Background: an optimization exercise with open tools, aiming at a short achievable clock period and few clock cycles per item. Do not read the settings as production practice.
Only simulation tests tie the RTL to the original design; equivalence was not proved.
Power is estimated from default activity; no workload was simulated.

==> inputs of 02-13 <==
==> flow/design.v <==
package ooo_pkg;
    localparam int XLEN   = 32;
    localparam int REG_AW = 5;
    localparam logic [6:0] OPC_OP     = 7'b0110011;
    localparam logic [6:0] OPC_OP_IMM = 7'b0010011;
    localparam logic [3:0] ALU_ADD = 4'd0;
    localparam logic [3:0] ALU_SUB = 4'd1;
    localparam logic [3:0] ALU_AND = 4'd2;
    localparam logic [3:0] ALU_OR  = 4'd3;
    localparam logic [3:0] ALU_XOR = 4'd4;
    localparam logic [3:0] ALU_SLT = 4'd5;
    localparam logic [3:0] ALU_SLL = 4'd6;
    localparam logic [3:0] ALU_SRL = 4'd7;
endpackage
module alu_exec (
    input  logic [4:0]               op_i,    
    input  logic                     and_i,   
    input  logic [ooo_pkg::XLEN-1:0] a_i,
    input  logic [ooo_pkg::XLEN-1:0] b_i,
    output logic [ooo_pkg::XLEN-1:0] sum_o,
    output logic [ooo_pkg::XLEN-1:0] diff_o,
    output logic [ooo_pkg::XLEN-1:0] other_o
);
    localparam int XLEN = ooo_pkg::XLEN;
    logic            slt;
    logic [XLEN-1:0] sll;
    logic [XLEN-1:0] srl;
    logic [XLEN-1:0] lgc;
    assign sum_o  = a_i + b_i;
    assign diff_o = a_i - b_i;
    assign sll    = a_i << b_i[4:0];
    assign srl    = a_i >> b_i[4:0];
    assign slt    = $signed(a_i) < $signed(b_i);
    assign lgc    = and_i ? (a_i & b_i) : (a_i | b_i);
    assign other_o = ({XLEN{op_i[0]}} & sll)
                   | ({XLEN{op_i[1]}} & {{(XLEN-1){1'b0}}, slt})
                   | ({XLEN{op_i[2]}} & (a_i ^ b_i))
                   | ({XLEN{op_i[3]}} & srl)
                   | ({XLEN{op_i[4]}} & lgc);
endmodule
module ooo_core (
    input  logic                       clk_i,
    input  logic                       arst_n_i,
    output logic [ooo_pkg::XLEN-1:0]   inst_addr_o,
    output logic                       inst_ce_o,
    input  logic [ooo_pkg::XLEN-1:0]   inst_i,
    output logic                       commit_valid_o,
    output logic [ooo_pkg::XLEN-1:0]   commit_pc_o,
    output logic [ooo_pkg::REG_AW-1:0] commit_rd_o,
    output logic [ooo_pkg::XLEN-1:0]   commit_value_o
);
    localparam int XLEN   = ooo_pkg::XLEN;
    localparam int REG_AW = ooo_pkg::REG_AW;
    localparam int NREGS  = 1 << REG_AW;
    localparam int R_SUM  = 0;
    localparam int R_DIFF = 1;
    localparam int R_OTH  = 2;
    logic [XLEN-1:0] pc_q;
    logic            ce_q;
    logic            flight_q;
    assign inst_ce_o   = ce_q;
    assign inst_addr_o = pc_q;
    always_ff @(posedge clk_i or negedge arst_n_i) begin
        if (!arst_n_i) begin
            pc_q     <= '0;
            ce_q     <= 1'b1;
            flight_q <= 1'b0;
        end else begin
            pc_q     <= pc_q + 32'd4;
            ce_q     <= 1'b1;
            flight_q <= 1'b1;
        end
    end
    logic              d_valid_q;
    logic [XLEN-1:0]   ir_q;
    always_ff @(posedge clk_i or negedge arst_n_i) begin
        if (!arst_n_i) begin
            d_valid_q <= 1'b0;
        end else begin
            d_valid_q <= flight_q;
        end
    end
    always_ff @(posedge clk_i) begin
        ir_q <= inst_i;
    end
    logic              is_op;
    logic              is_imm;
    logic [REG_AW-1:0] rs1;
    logic [REG_AW-1:0] rs2;
    logic [REG_AW-1:0] rd;
    logic [XLEN-1:0]   imm;
    logic [2:0]        cls;
    logic [4:0]        op;
    assign is_op  = (ir_q[6:0] == ooo_pkg::OPC_OP);
    assign is_imm = (ir_q[6:0] == ooo_pkg::OPC_OP_IMM);
    assign rs1    = ir_q[19:15];
    assign rs2    = ir_q[24:20];
    assign rd     = (is_op || is_imm) ? ir_q[11:7] : '0;
    assign imm    = {{(XLEN-12){ir_q[31]}}, ir_q[31:20]};
    always_comb begin
        case (ir_q[14:12])
            3'b000:  cls = (is_op && ir_q[30]) ? 3'b010 : 3'b001;
            3'b011:  cls = 3'b001;
            default: cls = 3'b100;
        endcase
        case (ir_q[14:12])
            3'b001:  op = 5'b00001;
            3'b010:  op = 5'b00010;
            3'b100:  op = 5'b00100;
            3'b101:  op = 5'b01000;
            3'b110:  op = 5'b10000;
            3'b111:  op = 5'b10000;
            default: op = 5'b00000;
        endcase
    end
    logic              e_valid_q;
    logic [REG_AW-1:0] e_rd_q;
    logic [2:0]        e_cls_q;
    logic              w_valid_q;
    logic [REG_AW-1:0] w_rd_q;
    logic [2:0]        w_cls_q;
    logic [XLEN-1:0]   w_sum_q;
    logic [XLEN-1:0]   w_diff_q;
    logic [XLEN-1:0]   w_oth_q;
    logic [XLEN-1:0]   w_value;
    logic [XLEN-1:0]   regs [NREGS];
    assign w_value = ({XLEN{w_cls_q[R_SUM]}}  & w_sum_q)
                   | ({XLEN{w_cls_q[R_DIFF]}} & w_diff_q)
                   | ({XLEN{w_cls_q[R_OTH]}}  & w_oth_q);
    logic              e_hit1;
    logic              e_hit2;
    logic              w_hit1;
    logic              w_hit2;
    logic [XLEN-1:0]   a_d;
    logic [XLEN-1:0]   b_d;
    assign e_hit1 = e_valid_q && (e_rd_q == rs1) && (rs1 != '0);
    assign e_hit2 = e_valid_q && (e_rd_q == rs2) && (rs2 != '0) && !is_imm;
    assign w_hit1 = w_valid_q && (w_rd_q == rs1) && (rs1 != '0);
    assign w_hit2 = w_valid_q && (w_rd_q == rs2) && (rs2 != '0);
    always_comb begin
        if (rs1 == '0 || e_hit1) begin
            a_d = '0;
        end else if (w_hit1) begin
            a_d = w_value;
        end else begin
            a_d = regs[rs1];
        end
        if (is_imm) begin
            b_d = imm;
        end else if (rs2 == '0 || e_hit2) begin
            b_d = '0;
        end else if (w_hit2) begin
            b_d = w_value;
        end else begin
            b_d = regs[rs2];
        end
    end
    logic [4:0]      e_op_q;
    logic            e_and_q;
    logic [XLEN-1:0] e_a_q;
    logic [XLEN-1:0] e_b_q;
    logic [2:0]      e_fwd1_q;
    logic [2:0]      e_fwd2_q;
    logic [XLEN-1:0] e_a;
    logic [XLEN-1:0] e_b;
    logic [XLEN-1:0] e_sum;
    logic [XLEN-1:0] e_diff;
    logic [XLEN-1:0] e_oth;
    always_ff @(posedge clk_i or negedge arst_n_i) begin
        if (!arst_n_i) begin
            e_valid_q <= 1'b0;
        end else begin
            e_valid_q <= d_valid_q;
        end
    end
    always_ff @(posedge clk_i) begin
        e_rd_q   <= rd;
        e_cls_q  <= cls;
        e_op_q   <= op;
        e_and_q  <= ir_q[12];
        e_a_q    <= a_d;
        e_b_q    <= b_d;
        e_fwd1_q <= e_hit1 ? e_cls_q : 3'b000;
        e_fwd2_q <= e_hit2 ? e_cls_q : 3'b000;
    end
    assign e_a = e_a_q
               | ({XLEN{e_fwd1_q[R_SUM]}}  & w_sum_q)
               | ({XLEN{e_fwd1_q[R_DIFF]}} & w_diff_q)
               | ({XLEN{e_fwd1_q[R_OTH]}}  & w_oth_q);
    assign e_b = e_b_q
               | ({XLEN{e_fwd2_q[R_SUM]}}  & w_sum_q)
               | ({XLEN{e_fwd2_q[R_DIFF]}} & w_diff_q)
               | ({XLEN{e_fwd2_q[R_OTH]}}  & w_oth_q);
    alu_exec u_alu (
        .op_i(e_op_q), .and_i(e_and_q), .a_i(e_a), .b_i(e_b),
        .sum_o(e_sum), .diff_o(e_diff), .other_o(e_oth)
    );
    always_ff @(posedge clk_i or negedge arst_n_i) begin
        if (!arst_n_i) begin
            w_valid_q <= 1'b0;
        end else begin
            w_valid_q <= e_valid_q;
        end
    end
    always_ff @(posedge clk_i) begin
        w_rd_q   <= e_rd_q;
        w_cls_q  <= e_cls_q;
        w_sum_q  <= e_sum;
        w_diff_q <= e_diff;
        w_oth_q  <= e_oth;
        if (w_valid_q && w_rd_q != '0) begin
            regs[w_rd_q] <= w_value;
        end
    end
    logic              c_valid_q;
    logic [XLEN-1:0]   c_pc_q;
    logic [REG_AW-1:0] c_rd_q;
    logic [XLEN-1:0]   c_value_q;
    always_ff @(posedge clk_i or negedge arst_n_i) begin
        if (!arst_n_i) begin
            c_valid_q <= 1'b0;
            c_pc_q    <= '0;
        end else begin
            c_valid_q <= w_valid_q;
            if (c_valid_q) begin
                c_pc_q <= c_pc_q + 32'd4;
            end
        end
    end
    always_ff @(posedge clk_i) begin
        c_rd_q    <= w_rd_q;
        c_value_q <= w_value;
    end
    assign commit_valid_o = c_valid_q;
    assign commit_pc_o    = c_pc_q;
    assign commit_rd_o    = c_rd_q;
    assign commit_value_o = c_value_q;
endmodule
==> flow/run.sh <==
#!/bin/bash
# synth_recipe.tcl (not shown) runs the flow's synth.tcl, then flattens the netlist and writes it again
# the make line also repeats each setting of config.mk as NAME=value (left out here)
make -C /OpenROAD-flow-scripts/flow DESIGN_CONFIG=/design/flow/config.mk WORK_HOME=/design/flow/orfs CLKGATE_MAP_FILE= SYNTH_SCRIPT=/design/flow/synth_recipe.tcl finish
==> flow/config.mk <==
export PLATFORM = sky130hd
export DESIGN_NAME = ooo_core
export DESIGN_NICKNAME = ooo_core
export VERILOG_FILES = /design/flow/design.v
export SDC_FILE = /design/flow/constraint.sdc
export NUM_CORES = 4
export LEC_CHECK = 0
export ABC_CLOCK_PERIOD_IN_PS = 2000
export CAP_MARGIN = 20
export CORE_MARGIN = 2
export CORE_UTILIZATION = 40
export SETUP_SLACK_MARGIN = 4.6
export SLEW_MARGIN = 20
export TNS_END_PERCENT = 100
==> flow/constraint.sdc <==
create_clock -name core_clock -period 7.0 [get_ports {clk_i}]
set_input_delay 1.4000 -clock core_clock [delete_from_list [all_inputs] [get_ports {clk_i}]]
set_output_delay 1.4000 -clock core_clock [all_outputs]
set_load 0.01 [all_outputs]
==> 08-24: changes against 02-13 <==
==> flow/flow/run.sh (new file) <==
#!/bin/bash
# The standard layout (standard.sh), with one change to synthesis: the
# combinational logic is mapped by ABC with a delay-driven script
# (flow/abc_speed.script) and without Yosys's full-adder extraction.
# Registers are mapped before ABC, as in the standard synthesis, so the
# registers, their names and cell types are the standard synthesis's.
set -euo pipefail
here=$(pwd)
rm -rf "$here/scripts"
cp -r "$FLOW_HOME/scripts" "$here/scripts"
cp "$here/flow/abc_speed.script" "$here/scripts/abc_speed.script"
bash standard.sh SCRIPTS_DIR="$here/scripts" ADDER_MAP_FILE= synth > "$here/synth.log" 2>&1
bash standard.sh SCRIPTS_DIR="$here/scripts" > "$here/layout.log" 2>&1
==> flow/flow/abc_speed.script (new file) <==
strash
dch
map -D 1200
buffer -p
upsize -D 1200
dnsize -D 1200
==> flow/standard.sh (new file) <==
#!/bin/bash
# synth_recipe.tcl (not shown) runs the flow's synth.tcl, then flattens the netlist and writes it again
# the make line also repeats each setting of config.mk as NAME=value (left out here)
make -C /OpenROAD-flow-scripts/flow DESIGN_CONFIG=/design/flow/config.mk WORK_HOME=/design/flow/orfs CLKGATE_MAP_FILE= SYNTH_SCRIPT=/design/flow/synth_recipe.tcl "${@:-finish}"
ABC_CLOCK_PERIOD_IN_PS = not set   (was 2000)
removed: flow/run.sh
==> reports/summary.log <==
INFO  final_layout   nonClockBufferCount=766
INFO  route          routed-wl-met2=108.7mm
INFO  clock_tree     sinks_on_the_clock_net=1345
INFO  power_and_ir_drop powerComb=5500uW
INFO  final_layout   multi_input_area_share=34.97%
INFO  route          first_iteration_detailed_routing_drc_count=6889
INFO  logic_synthesis synth_top_cell_area_share=47.14%
INFO  die            initial_utilization=40.16%
INFO  final_layout   syn2layout_area_growth=30.25%
INFO  die            die-area=166300um^2
INFO  final_layout   multiInputGateArea=29710um^2
INFO  logic_synthesis synth_cell_type_count=84
INFO  run_status     run_status=finished clean
INFO  logic_synthesis yosys.area_share.simple=5.580%
INFO  timing         fin_skew=0.04209ns
INFO  global_route   groute.usage.overall=26.94%
INFO  route          avgRoutedWirePerCell=32.09um
INFO  power_and_ir_drop power.share.combinational=23.6%
INFO  critical_path  crit_path_frequent_cell=sky130_fd_sc_hd__buf_12
INFO  critical_path  critical_path.endpoint=w_diff_q[31]$_DFF_P_
The numbers above come from 02-13.

==> reports/summary.log <==
INFO  final_layout   syn2layout_area_growth=32.60%
INFO  run_status     run_status=finished clean
INFO  global_route   groute.usage.overall=37.21%
INFO  timing         fin_skew=0.04162ns
INFO  route          routed-wl-met2=143.2mm
INFO  die            die-area=172400um^2
INFO  final_layout   multi_input_area_share=36.15%
INFO  clock_tree     sinks_on_the_clock_net=1346
INFO  power_and_ir_drop power.share.combinational=26.4%
INFO  route          first_iteration_detailed_routing_drc_count=13410
INFO  logic_synthesis yosys.area_share.simple=15.32%
INFO  critical_path  crit_path_frequent_cell=sky130_fd_sc_hd__o21ai_1
INFO  logic_synthesis synth_cell_type_count=82
The numbers above come from 08-24.

Testbench counts of 02-13, summed over its fixed seeds: cycles 32,288, insts 32,248.
Testbench counts of 08-24, summed over its fixed seeds: cycles 32,288, insts 32,248.

========
==> job 8274: inputs <==
ooo_core, a different RTL version from the one above (not shown whole).
## ooo_core
module ooo_core (
    input  logic                       clk_i,
    input  logic                       arst_n_i,
    output logic [ooo_pkg::XLEN-1:0]   inst_addr_o,
    output logic                       inst_ce_o,
    input  logic [ooo_pkg::XLEN-1:0]   inst_i,
    output logic                       commit_valid_o,
    output logic [ooo_pkg::XLEN-1:0]   commit_pc_o,
    output logic [ooo_pkg::REG_AW-1:0] commit_rd_o,
    output logic [ooo_pkg::XLEN-1:0]   commit_value_o
);
==> flow/config.mk <==
export PLATFORM = sky130hd
export DESIGN_NAME = ooo_core
export DESIGN_NICKNAME = ooo_core
export VERILOG_FILES = /design/flow/design.v
export SDC_FILE = /design/flow/constraint.sdc
export NUM_CORES = 4
export LEC_CHECK = 0
export CAP_MARGIN = 20
export CORE_MARGIN = 2
export CORE_UTILIZATION = 60
export CTS_CLUSTER_DIAMETER = 70
export CTS_CLUSTER_SIZE = 30
export SETUP_SLACK_MARGIN = 5
export SLEW_MARGIN = 20
export TNS_END_PERCENT = 100
==> flow/constraint.sdc <==
create_clock -name core_clock -period 7.0 [get_ports {clk_i}]
set_input_delay 1.4000 -clock core_clock [delete_from_list [all_inputs] [get_ports {clk_i}]]
set_output_delay 1.4000 -clock core_clock [all_outputs]
set_load 0.01 [all_outputs]
standard.sh (not shown) runs the stock make flow with config.mk's settings and CLKGATE_MAP_FILE= SYNTH_SCRIPT=/design/flow/synth_recipe.tcl, a recipe that flattens the netlist after the stock synthesis.
==> flow/flow/run.sh <==
#!/bin/bash
# The standard layout (standard.sh), with one change to synthesis: the
# combinational logic is mapped by ABC with a delay-driven script
# (flow/abc_speed.script) and without Yosys's full-adder extraction.
# Registers are mapped before ABC, as in the standard synthesis, so the
# registers, their names and cell types are the standard synthesis's.
set -euo pipefail
here=$(pwd)
rm -rf "$here/scripts"
cp -r "$FLOW_HOME/scripts" "$here/scripts"
cp "$here/flow/abc_speed.script" "$here/scripts/abc_speed.script"
bash standard.sh SCRIPTS_DIR="$here/scripts" ADDER_MAP_FILE= synth > "$here/synth.log" 2>&1
bash standard.sh SCRIPTS_DIR="$here/scripts" > "$here/layout.log" 2>&1
==> flow/flow/abc_speed.script <==
strash
dch
map -D 700
buffer -p
upsize -D 700
dnsize -D 700
==> job 6526 (differences from job 8274) <==
--- a/flow/design.v
+++ b/flow/design.v
@@ -85,16 +85,16 @@
             addr_q <= pc_q + 32'd4;
         end
     end
     logic              d1_valid_q;
     logic [XLEN-1:0]   ir_q;
     logic [NREGS-1:0]  rd1_sel_q;
     logic [NREGS-1:0]  rd2_sel_q;
-    logic [3:0]        hit1_q;      
-    logic [3:0]        hit2_q;
+    logic [2:0]        hit1_q;      
+    logic [2:0]        hit2_q;
     logic              d2_valid_q;
     logic [REG_AW-1:0] d2_rd_q;
     logic              e_valid_q;
     logic [REG_AW-1:0] e_rd_q;
     logic [2:0]        e_cls_q;
     logic              w_valid_q;
     logic [REG_AW-1:0] w_rd_q;
@@ -113,42 +113,38 @@
     logic [REG_AW-1:0] rd;
     assign is_op  = (ir_q[6:0] == ooo_pkg::OPC_OP);
     assign is_imm = (ir_q[6:0] == ooo_pkg::OPC_OP_IMM);
     assign rd     = (is_op || is_imm) ? ir_q[11:7] : '0;
     logic [REG_AW-1:0] f_rs1;
     logic [REG_AW-1:0] f_rs2;
     logic              f_imm;
-    logic [3:0]        f_hit1;
-    logic [3:0]        f_hit2;
+    logic [2:0]        f_hit1;
+    logic [2:0]        f_hit2;
     assign f_rs1 = inst_i[19:15];
     assign f_rs2 = inst_i[24:20];
     assign f_imm = (inst_i[6:0] == ooo_pkg::OPC_OP_IMM);
     always_comb begin
-        f_hit1 = 4'b0000;
-        f_hit2 = 4'b0000;
+        f_hit1 = 3'b000;
+        f_hit2 = 3'b000;
         if (f_rs1 != '0) begin
             if (d1_valid_q && rd == f_rs1) begin
-                f_hit1 = 4'b0001;
+                f_hit1 = 3'b001;
             end else if (d2_valid_q && d2_rd_q == f_rs1) begin
-                f_hit1 = 4'b0010;
+                f_hit1 = 3'b010;
             end else if (e_valid_q && e_rd_q == f_rs1) begin
-                f_hit1 = 4'b0100;
-            end else if (w_valid_q && w_rd_q == f_rs1) begin
-                f_hit1 = 4'b1000;
+                f_hit1 = 3'b100;
             end
         end
         if (f_rs2 != '0 && !f_imm) begin
             if (d1_valid_q && rd == f_rs2) begin
-                f_hit2 = 4'b0001;
+                f_hit2 = 3'b001;
             end else if (d2_valid_q && d2_rd_q == f_rs2) begin
-                f_hit2 = 4'b0010;
+                f_hit2 = 3'b010;
             end else if (e_valid_q && e_rd_q == f_rs2) begin
-                f_hit2 = 4'b0100;
-            end else if (w_valid_q && w_rd_q == f_rs2) begin
-                f_hit2 = 4'b1000;
+                f_hit2 = 3'b100;
             end
         end
     end
     always_ff @(posedge clk_i or negedge arst_n_i) begin
         if (!arst_n_i) begin
             d1_valid_q <= 1'b0;
         end else begin
@@ -199,16 +195,16 @@
     assign use_sh  = (ir_q[13:12] == 2'b01);
     assign lg_op   = {ir_q[14:12] == 3'b111, ir_q[14:12] == 3'b110, ir_q[14:12] == 3'b100};
     assign use_lg  = |lg_op;
     logic [XLEN-1:0]   d2_rf1_lo_q;
     logic [XLEN-1:0]   d2_rf1_hi_q;
     logic [XLEN-1:0]   d2_rf2_lo_q;
     logic [XLEN-1:0]   d2_rf2_hi_q;
-    logic [3:0]        d2_hit1_q;
-    logic [3:0]        d2_hit2_q;
+    logic [2:0]        d2_hit1_q;
+    logic [2:0]        d2_hit2_q;
     logic              d2_imm_q;
     logic [XLEN-1:0]   d2_immv_q;
     logic [2:0]        d2_cls_q;
     logic              d2_use_add_q;
     logic              d2_use_sh_q;
     logic              d2_use_lg_q;
     logic              d2_slt_q;
@@ -242,23 +238,21 @@
     assign w_value = ({XLEN{w_cls_q[R_SUM]}}  & w_sum_q)
                    | ({XLEN{w_cls_q[R_DIFF]}} & w_diff_q)
                    | ({XLEN{w_cls_q[R_OTH]}}  & w_oth_q);
     logic [XLEN-1:0]   a_d;
     logic [XLEN-1:0]   b_d;
     logic [2:0]        fwd1;
     logic [2:0]        fwd2;
-    assign a_d  = ({XLEN{d2_hit1_q == 4'b0000}} & (d2_rf1_lo_q | d2_rf1_hi_q))
+    assign a_d  = ({XLEN{d2_hit1_q == 3'b000}} & (d2_rf1_lo_q | d2_rf1_hi_q))
                 | ({XLEN{d2_hit1_q[1]}} & w_value)
-                | ({XLEN{d2_hit1_q[2]}} & c_value_q)
-                | ({XLEN{d2_hit1_q[3]}} & wb_value_q);
+                | ({XLEN{d2_hit1_q[2]}} & wb_value_q);
     assign b_d  = d2_imm_q ? d2_immv_q
-                           : (({XLEN{d2_hit2_q == 4'b0000}} & (d2_rf2_lo_q | d2_rf2_hi_q))
+                           : (({XLEN{d2_hit2_q == 3'b000}} & (d2_rf2_lo_q | d2_rf2_hi_q))
                             | ({XLEN{d2_hit2_q[1]}} & w_value)
-                            | ({XLEN{d2_hit2_q[2]}} & c_value_q)
-                            | ({XLEN{d2_hit2_q[3]}} & wb_value_q));
+                            | ({XLEN{d2_hit2_q[2]}} & wb_value_q));
     assign fwd1 = d2_hit1_q[0] ? e_cls_q : 3'b000;
     assign fwd2 = d2_hit2_q[0] ? e_cls_q : 3'b000;
     logic [XLEN-1:0] add_a_q;
     logic [XLEN-1:0] add_b_q;
     logic [2:0]      add_f1_q;
     logic [2:0]      add_f2_q;
     logic            slt_q;
@@ -346,14 +340,18 @@
     end
     always_ff @(posedge clk_i) begin
         w_rd_q   <= e_rd_q;
         w_cls_q  <= e_cls_q;
         w_sum_q  <= e_sum;
         w_diff_q <= e_diff;
         w_oth_q  <= e_oth;
+        if (w_valid_q && w_rd_q != '0) begin
+            regs[w_rd_q] <= w_value;
+            wb_value_q   <= w_value;
+        end
     end
     logic [XLEN-1:0]   w_pc_q;
     logic [XLEN-1:0]   c_pc_q;
     logic              r_valid_q;
     logic [XLEN-1:0]   r_pc_q;
     logic [REG_AW-1:0] r_rd_q;
     logic [XLEN-1:0]   r_value_q;
@@ -373,17 +371,13 @@
     always_ff @(posedge clk_i) begin
         c_pc_q    <= w_pc_q;
         c_rd_q    <= w_rd_q;
         c_value_q <= w_value;
         r_pc_q    <= c_pc_q;
         r_rd_q    <= c_rd_q;
         r_value_q <= c_value_q;
-        if (c_valid_q && c_rd_q != '0) begin
-            regs[c_rd_q] <= c_value_q;
-            wb_value_q   <= c_value_q;
-        end
     end
     assign commit_valid_o = r_valid_q;
     assign commit_pc_o    = r_pc_q;
     assign commit_rd_o    = r_rd_q;
     assign commit_value_o = r_value_q;
 endmodule
- CORE_UTILIZATION: 60 -> 50
==> job 7882 (differences from job 8274) <==
--- a/flow/design.v
+++ b/flow/design.v
@@ -56,45 +56,32 @@
     localparam int R_SUM  = 0;
     localparam int R_DIFF = 1;
     localparam int R_OTH  = 2;
     logic [XLEN-1:0] pc_q;
     logic            ce_q;
     logic            flight_q;
     assign inst_ce_o   = ce_q;
-    assign inst_addr_o = addr_q;
+    assign inst_addr_o = pc_q;
     always_ff @(posedge clk_i or negedge arst_n_i) begin
         if (!arst_n_i) begin
+            pc_q     <= '0;
             ce_q     <= 1'b1;
             flight_q <= 1'b0;
         end else begin
+            pc_q     <= pc_q + 32'd4;
             ce_q     <= 1'b1;
             flight_q <= 1'b1;
         end
     end
-    logic [XLEN-1:0] addr_q;
-    always_ff @(posedge clk_i or negedge arst_n_i) begin
-        if (!arst_n_i) begin
-            pc_q <= '0;
-        end else begin
-            pc_q <= pc_q + 32'd4;
-        end
-    end
-    always_ff @(posedge clk_i) begin
-        if (!arst_n_i) begin
-            addr_q <= '0;
-        end else begin
-            addr_q <= pc_q + 32'd4;
-        end
-    end
     logic              d1_valid_q;
     logic [XLEN-1:0]   ir_q;
     logic [NREGS-1:0]  rd1_sel_q;
     logic [NREGS-1:0]  rd2_sel_q;
-    logic [3:0]        hit1_q;      
-    logic [3:0]        hit2_q;
+    logic [2:0]        hit1_q;      
+    logic [2:0]        hit2_q;
     logic              d2_valid_q;
     logic [REG_AW-1:0] d2_rd_q;
     logic              e_valid_q;
     logic [REG_AW-1:0] e_rd_q;
     logic [2:0]        e_cls_q;
     logic              w_valid_q;
     logic [REG_AW-1:0] w_rd_q;
@@ -102,53 +89,48 @@
     logic [XLEN-1:0]   w_sum_q;
     logic [XLEN-1:0]   w_diff_q;
     logic [XLEN-1:0]   w_oth_q;
     logic [XLEN-1:0]   w_value;
     logic              c_valid_q;
     logic [REG_AW-1:0] c_rd_q;
     logic [XLEN-1:0]   c_value_q;
-    logic [XLEN-1:0]   wb_value_q;   
     logic [XLEN-1:0]   regs [NREGS];
     logic              is_op;
     logic              is_imm;
     logic [REG_AW-1:0] rd;
     assign is_op  = (ir_q[6:0] == ooo_pkg::OPC_OP);
     assign is_imm = (ir_q[6:0] == ooo_pkg::OPC_OP_IMM);
     assign rd     = (is_op || is_imm) ? ir_q[11:7] : '0;
     logic [REG_AW-1:0] f_rs1;
     logic [REG_AW-1:0] f_rs2;
     logic              f_imm;
-    logic [3:0]        f_hit1;
-    logic [3:0]        f_hit2;
+    logic [2:0]        f_hit1;
+    logic [2:0]        f_hit2;
     assign f_rs1 = inst_i[19:15];
     assign f_rs2 = inst_i[24:20];
     assign f_imm = (inst_i[6:0] == ooo_pkg::OPC_OP_IMM);
     always_comb begin
-        f_hit1 = 4'b0000;
-        f_hit2 = 4'b0000;
+        f_hit1 = 3'b000;
+        f_hit2 = 3'b000;
         if (f_rs1 != '0) begin
             if (d1_valid_q && rd == f_rs1) begin
-                f_hit1 = 4'b0001;
+                f_hit1 = 3'b001;
             end else if (d2_valid_q && d2_rd_q == f_rs1) begin
-                f_hit1 = 4'b0010;
+                f_hit1 = 3'b010;
             end else if (e_valid_q && e_rd_q == f_rs1) begin
-                f_hit1 = 4'b0100;
-            end else if (w_valid_q && w_rd_q == f_rs1) begin
-                f_hit1 = 4'b1000;
+                f_hit1 = 3'b100;
             end
         end
         if (f_rs2 != '0 && !f_imm) begin
             if (d1_valid_q && rd == f_rs2) begin
-                f_hit2 = 4'b0001;
+                f_hit2 = 3'b001;
             end else if (d2_valid_q && d2_rd_q == f_rs2) begin
-                f_hit2 = 4'b0010;
+                f_hit2 = 3'b010;
             end else if (e_valid_q && e_rd_q == f_rs2) begin
-                f_hit2 = 4'b0100;
-            end else if (w_valid_q && w_rd_q == f_rs2) begin
-                f_hit2 = 4'b1000;
+                f_hit2 = 3'b100;
             end
         end
     end
     always_ff @(posedge clk_i or negedge arst_n_i) begin
         if (!arst_n_i) begin
             d1_valid_q <= 1'b0;
         end else begin
@@ -156,34 +138,26 @@
         end
     end
     always_ff @(posedge clk_i) begin
         ir_q   <= inst_i;
         hit1_q <= f_hit1;
         hit2_q <= f_hit2;
         for (int r = 0; r < NREGS; r++) begin
-            rd1_sel_q[r] <= (f_rs1 == REG_AW'(r)) && (r != 0);
-            rd2_sel_q[r] <= (f_rs2 == REG_AW'(r)) && (r != 0) && !f_imm;
+            rd1_sel_q[r] <= (f_rs1 == REG_AW'(r)) && (r != 0) && (f_hit1 == 3'b000);
+            rd2_sel_q[r] <= (f_rs2 == REG_AW'(r)) && (r != 0) && (f_hit2 == 3'b000);
         end
     end
-    logic [XLEN-1:0]   rf1_lo;
-    logic [XLEN-1:0]   rf1_hi;
-    logic [XLEN-1:0]   rf2_lo;
-    logic [XLEN-1:0]   rf2_hi;
+    logic [XLEN-1:0]   rf1;
+    logic [XLEN-1:0]   rf2;
     always_comb begin
-        rf1_lo = '0;
-        rf1_hi = '0;
-        rf2_lo = '0;
-        rf2_hi = '0;
-        for (int r = 1; r < NREGS / 2; r++) begin
-            rf1_lo = rf1_lo | ({XLEN{rd1_sel_q[r]}} & regs[r]);
-            rf2_lo = rf2_lo | ({XLEN{rd2_sel_q[r]}} & regs[r]);
-        end
-        for (int r = NREGS / 2; r < NREGS; r++) begin
-            rf1_hi = rf1_hi | ({XLEN{rd1_sel_q[r]}} & regs[r]);
-            rf2_hi = rf2_hi | ({XLEN{rd2_sel_q[r]}} & regs[r]);
+        rf1 = '0;
+        rf2 = '0;
+        for (int r = 1; r < NREGS; r++) begin
+            rf1 = rf1 | ({XLEN{rd1_sel_q[r]}} & regs[r]);
+            rf2 = rf2 | ({XLEN{rd2_sel_q[r]}} & regs[r]);
         end
     end
     logic [2:0]        cls;
     logic              use_add;
     logic              use_sh;
     logic              use_lg;
     logic [2:0]        lg_op;
@@ -195,20 +169,18 @@
         endcase
     end
     assign use_add = (ir_q[14:12] == 3'b000) || (ir_q[14:12] == 3'b011)
                   || (ir_q[14:12] == 3'b010);
     assign use_sh  = (ir_q[13:12] == 2'b01);
     assign lg_op   = {ir_q[14:12] == 3'b111, ir_q[14:12] == 3'b110, ir_q[14:12] == 3'b100};
     assign use_lg  = |lg_op;
-    logic [XLEN-1:0]   d2_rf1_lo_q;
-    logic [XLEN-1:0]   d2_rf1_hi_q;
-    logic [XLEN-1:0]   d2_rf2_lo_q;
-    logic [XLEN-1:0]   d2_rf2_hi_q;
-    logic [3:0]        d2_hit1_q;
-    logic [3:0]        d2_hit2_q;
+    logic [XLEN-1:0]   d2_rf1_q;
+    logic [XLEN-1:0]   d2_rf2_q;
+    logic [2:0]        d2_hit1_q;
+    logic [2:0]        d2_hit2_q;
     logic              d2_imm_q;
     logic [XLEN-1:0]   d2_immv_q;
     logic [2:0]        d2_cls_q;
     logic              d2_use_add_q;
     logic              d2_use_sh_q;
     logic              d2_use_lg_q;
     logic              d2_slt_q;
@@ -219,18 +191,16 @@
             d2_valid_q <= 1'b0;
         end else begin
             d2_valid_q <= d1_valid_q;
         end
     end
     always_ff @(posedge clk_i) begin
         d2_rd_q      <= rd;
-        d2_rf1_lo_q  <= rf1_lo;
-        d2_rf1_hi_q  <= rf1_hi;
-        d2_rf2_lo_q  <= rf2_lo;
-        d2_rf2_hi_q  <= rf2_hi;
+        d2_rf1_q     <= rf1;
+        d2_rf2_q     <= rf2;
         d2_hit1_q    <= hit1_q;
         d2_hit2_q    <= hit2_q;
         d2_imm_q     <= is_imm;
         d2_immv_q    <= {{(XLEN-12){ir_q[31]}}, ir_q[31:20]};
         d2_cls_q     <= cls;
         d2_use_add_q <= use_add;
         d2_use_sh_q  <= use_sh;
@@ -242,23 +212,21 @@
     assign w_value = ({XLEN{w_cls_q[R_SUM]}}  & w_sum_q)
                    | ({XLEN{w_cls_q[R_DIFF]}} & w_diff_q)
                    | ({XLEN{w_cls_q[R_OTH]}}  & w_oth_q);
     logic [XLEN-1:0]   a_d;
     logic [XLEN-1:0]   b_d;
     logic [2:0]        fwd1;
     logic [2:0]        fwd2;
-    assign a_d  = ({XLEN{d2_hit1_q == 4'b0000}} & (d2_rf1_lo_q | d2_rf1_hi_q))
+    assign a_d  = d2_rf1_q
                 | ({XLEN{d2_hit1_q[1]}} & w_value)
-                | ({XLEN{d2_hit1_q[2]}} & c_value_q)
-                | ({XLEN{d2_hit1_q[3]}} & wb_value_q);
+                | ({XLEN{d2_hit1_q[2]}} & c_value_q);
     assign b_d  = d2_imm_q ? d2_immv_q
-                           : (({XLEN{d2_hit2_q == 4'b0000}} & (d2_rf2_lo_q | d2_rf2_hi_q))
+                           : (d2_rf2_q
                             | ({XLEN{d2_hit2_q[1]}} & w_value)
-                            | ({XLEN{d2_hit2_q[2]}} & c_value_q)
-                            | ({XLEN{d2_hit2_q[3]}} & wb_value_q));
+                            | ({XLEN{d2_hit2_q[2]}} & c_value_q));
     assign fwd1 = d2_hit1_q[0] ? e_cls_q : 3'b000;
     assign fwd2 = d2_hit2_q[0] ? e_cls_q : 3'b000;
     logic [XLEN-1:0] add_a_q;
     logic [XLEN-1:0] add_b_q;
     logic [2:0]      add_f1_q;
     logic [2:0]      add_f2_q;
     logic            slt_q;
@@ -346,44 +314,32 @@
     end
     always_ff @(posedge clk_i) begin
         w_rd_q   <= e_rd_q;
         w_cls_q  <= e_cls_q;
         w_sum_q  <= e_sum;
         w_diff_q <= e_diff;
         w_oth_q  <= e_oth;
+        if (w_valid_q && w_rd_q != '0) begin
+            regs[w_rd_q] <= w_value;
+        end
     end
-    logic [XLEN-1:0]   w_pc_q;
     logic [XLEN-1:0]   c_pc_q;
-    logic              r_valid_q;
-    logic [XLEN-1:0]   r_pc_q;
-    logic [REG_AW-1:0] r_rd_q;
-    logic [XLEN-1:0]   r_value_q;
     always_ff @(posedge clk_i or negedge arst_n_i) begin
         if (!arst_n_i) begin
-            w_pc_q    <= '0;
             c_valid_q <= 1'b0;
-            r_valid_q <= 1'b0;
+            c_pc_q    <= '0;
         end else begin
-            if (w_valid_q) begin
-                w_pc_q <= w_pc_q + 32'd4;
-            end
             c_valid_q <= w_valid_q;
-            r_valid_q <= c_valid_q;
+            if (c_valid_q) begin
+                c_pc_q <= c_pc_q + 32'd4;
+            end
         end
     end
     always_ff @(posedge clk_i) begin
-        c_pc_q    <= w_pc_q;
         c_rd_q    <= w_rd_q;
         c_value_q <= w_value;
-        r_pc_q    <= c_pc_q;
-        r_rd_q    <= c_rd_q;
-        r_value_q <= c_value_q;
-        if (c_valid_q && c_rd_q != '0) begin
-            regs[c_rd_q] <= c_value_q;
-            wb_value_q   <= c_value_q;
-        end
     end
-    assign commit_valid_o = r_valid_q;
-    assign commit_pc_o    = r_pc_q;
-    assign commit_rd_o    = r_rd_q;
-    assign commit_value_o = r_value_q;
+    assign commit_valid_o = c_valid_q;
+    assign commit_pc_o    = c_pc_q;
+    assign commit_rd_o    = c_rd_q;
+    assign commit_value_o = c_value_q;
 endmodule
==> flow/flow/abc_speed.script (replaced) <==
strash
dch
map -D 1200
buffer -p
upsize -D 1200
dnsize -D 1200
- CORE_UTILIZATION: 60 -> 70
- CTS_CLUSTER_DIAMETER: 70 -> 250
- CTS_CLUSTER_SIZE: 30 -> 64
- SETUP_SLACK_MARGIN: 5 -> 4.6
==> job 7002 (differences from job 8274) <==
- CORE_UTILIZATION: 60 -> 50
==> comparison table <==
item	job 8274	job 6526	job 7002	job 7882
Pre-CTS worst setup slack	3389 ps	3296 ps	3388 ps	2845 ps
Cell Area, Placed	79930 um^2	80230 um^2	80420 um^2	73360 um^2
Largest fanout on the critical path	8	1	8	-
Final Hold Slack	332.0 ps	319.6 ps	328.2 ps	-
Max_slew headroom	18.51%	30.56%	19.19%	-
Std cell rows	130	143	143	116
Register-to-Register Path Depth	14	14	14	-
Starting DRT DRC Count	14420	11390	10510	-
Layout overhead on the synthesized area	29.20%	31.47%	31.16%	-
Async set-reset flop share out of synthesis	3.689%	3.698%	3.689%	4.156%
Power drawn by the clock network	7.62 mW	7.98 mW	7.94 mW	-
Distinct cell type count of the synthesized netlist	79	70	79	83
Basic-gate share of the synthesized area counting and, or, nand and nor cells	14.64%	14.86%	14.64%	15.38%
Multiplexer share of the synthesized area	0.1702%	0.02626%	0.1702%	0.1572%
Commonest non-fill, non-tap cell in the layout	nand2_1	nand2_1	nand2_1	-
Nonclk inv count	479	450	478	-
Status	timing/DRC/antenna clean	timing/DRC/antenna clean	timing/DRC/antenna clean	aborted with a tool error
Failing step	-	-	-	5_1_grt
Fin area	98800 um^2	100200 um^2	100300 um^2	-
Design internal power	16.76 mW	17.18 mW	17.10 mW	-
Fillers	7524	11570	11360	-
Data-path buffer share of cell area in the final layout	9.778%	10.20%	10.02%	-
Slowest stage cell on the critical path	dfxtp_4	dfrtp_1	dfxtp_4	-
Power per Cell Area	253.8 nW/um^2	256.4 nW/um^2	253.2 nW/um^2	-
Global placement routability congestion	1.022	1.024	0.9790	1.108
Testbench counts of job 8274, summed over its fixed seeds: cycles 32,304, insts 32,248.
Testbench counts of job 6526, summed over its fixed seeds: cycles 32,304, insts 32,248.
Testbench counts of job 7882, summed over its fixed seeds: cycles 32,296, insts 32,248.
Testbench counts of job 7002, summed over its fixed seeds: cycles 32,304, insts 32,248.

[static timing again, ports no longer ideal]
No port has a modelled driver above. Below, the same layouts with a new extraction and two added sets of constraints. Step 1 assumes that a clkbuf_16 drives the clock port and a buf_2 every other input. Step 2, shift: input delay + t, output delay - t, t = (earliest + latest rising clock arrival at the registers) / 2. This alone moves slack from input paths to output paths. a / b / c = ideal / step 1 / step 2; a / b = the first two.
| run | t (ns) | setup slack, ns | clock arrival spread, ns | worst slew at a driven data input, ns |
|---|---|---|---|---|
| 02-13 | 0.869 | 3.540 / 3.540 / 3.540 | 0.043 / 0.043 | 0.07 |
| 08-24 | 0.908 | 4.027 / 4.027 / 4.027 | 0.041 / 0.042 | 0.08 |
| job 8274 | 0.883 | 4.129 / 4.129 / 4.129 | 0.067 / 0.067 | 0.16 |
| job 6526 | 0.889 | 4.240 / 4.154 / 4.058 | 0.043 / 0.043 | 0.20 |
| job 7002 | 0.883 | 4.239 / 4.190 / 4.208 | 0.048 / 0.048 | 0.12 |
After both steps setup and hold are still met in every run listed. For job 6526, which loses most, drivers alone change the setup slack by -0.086 ns; drivers and shift together by -0.182 ns.
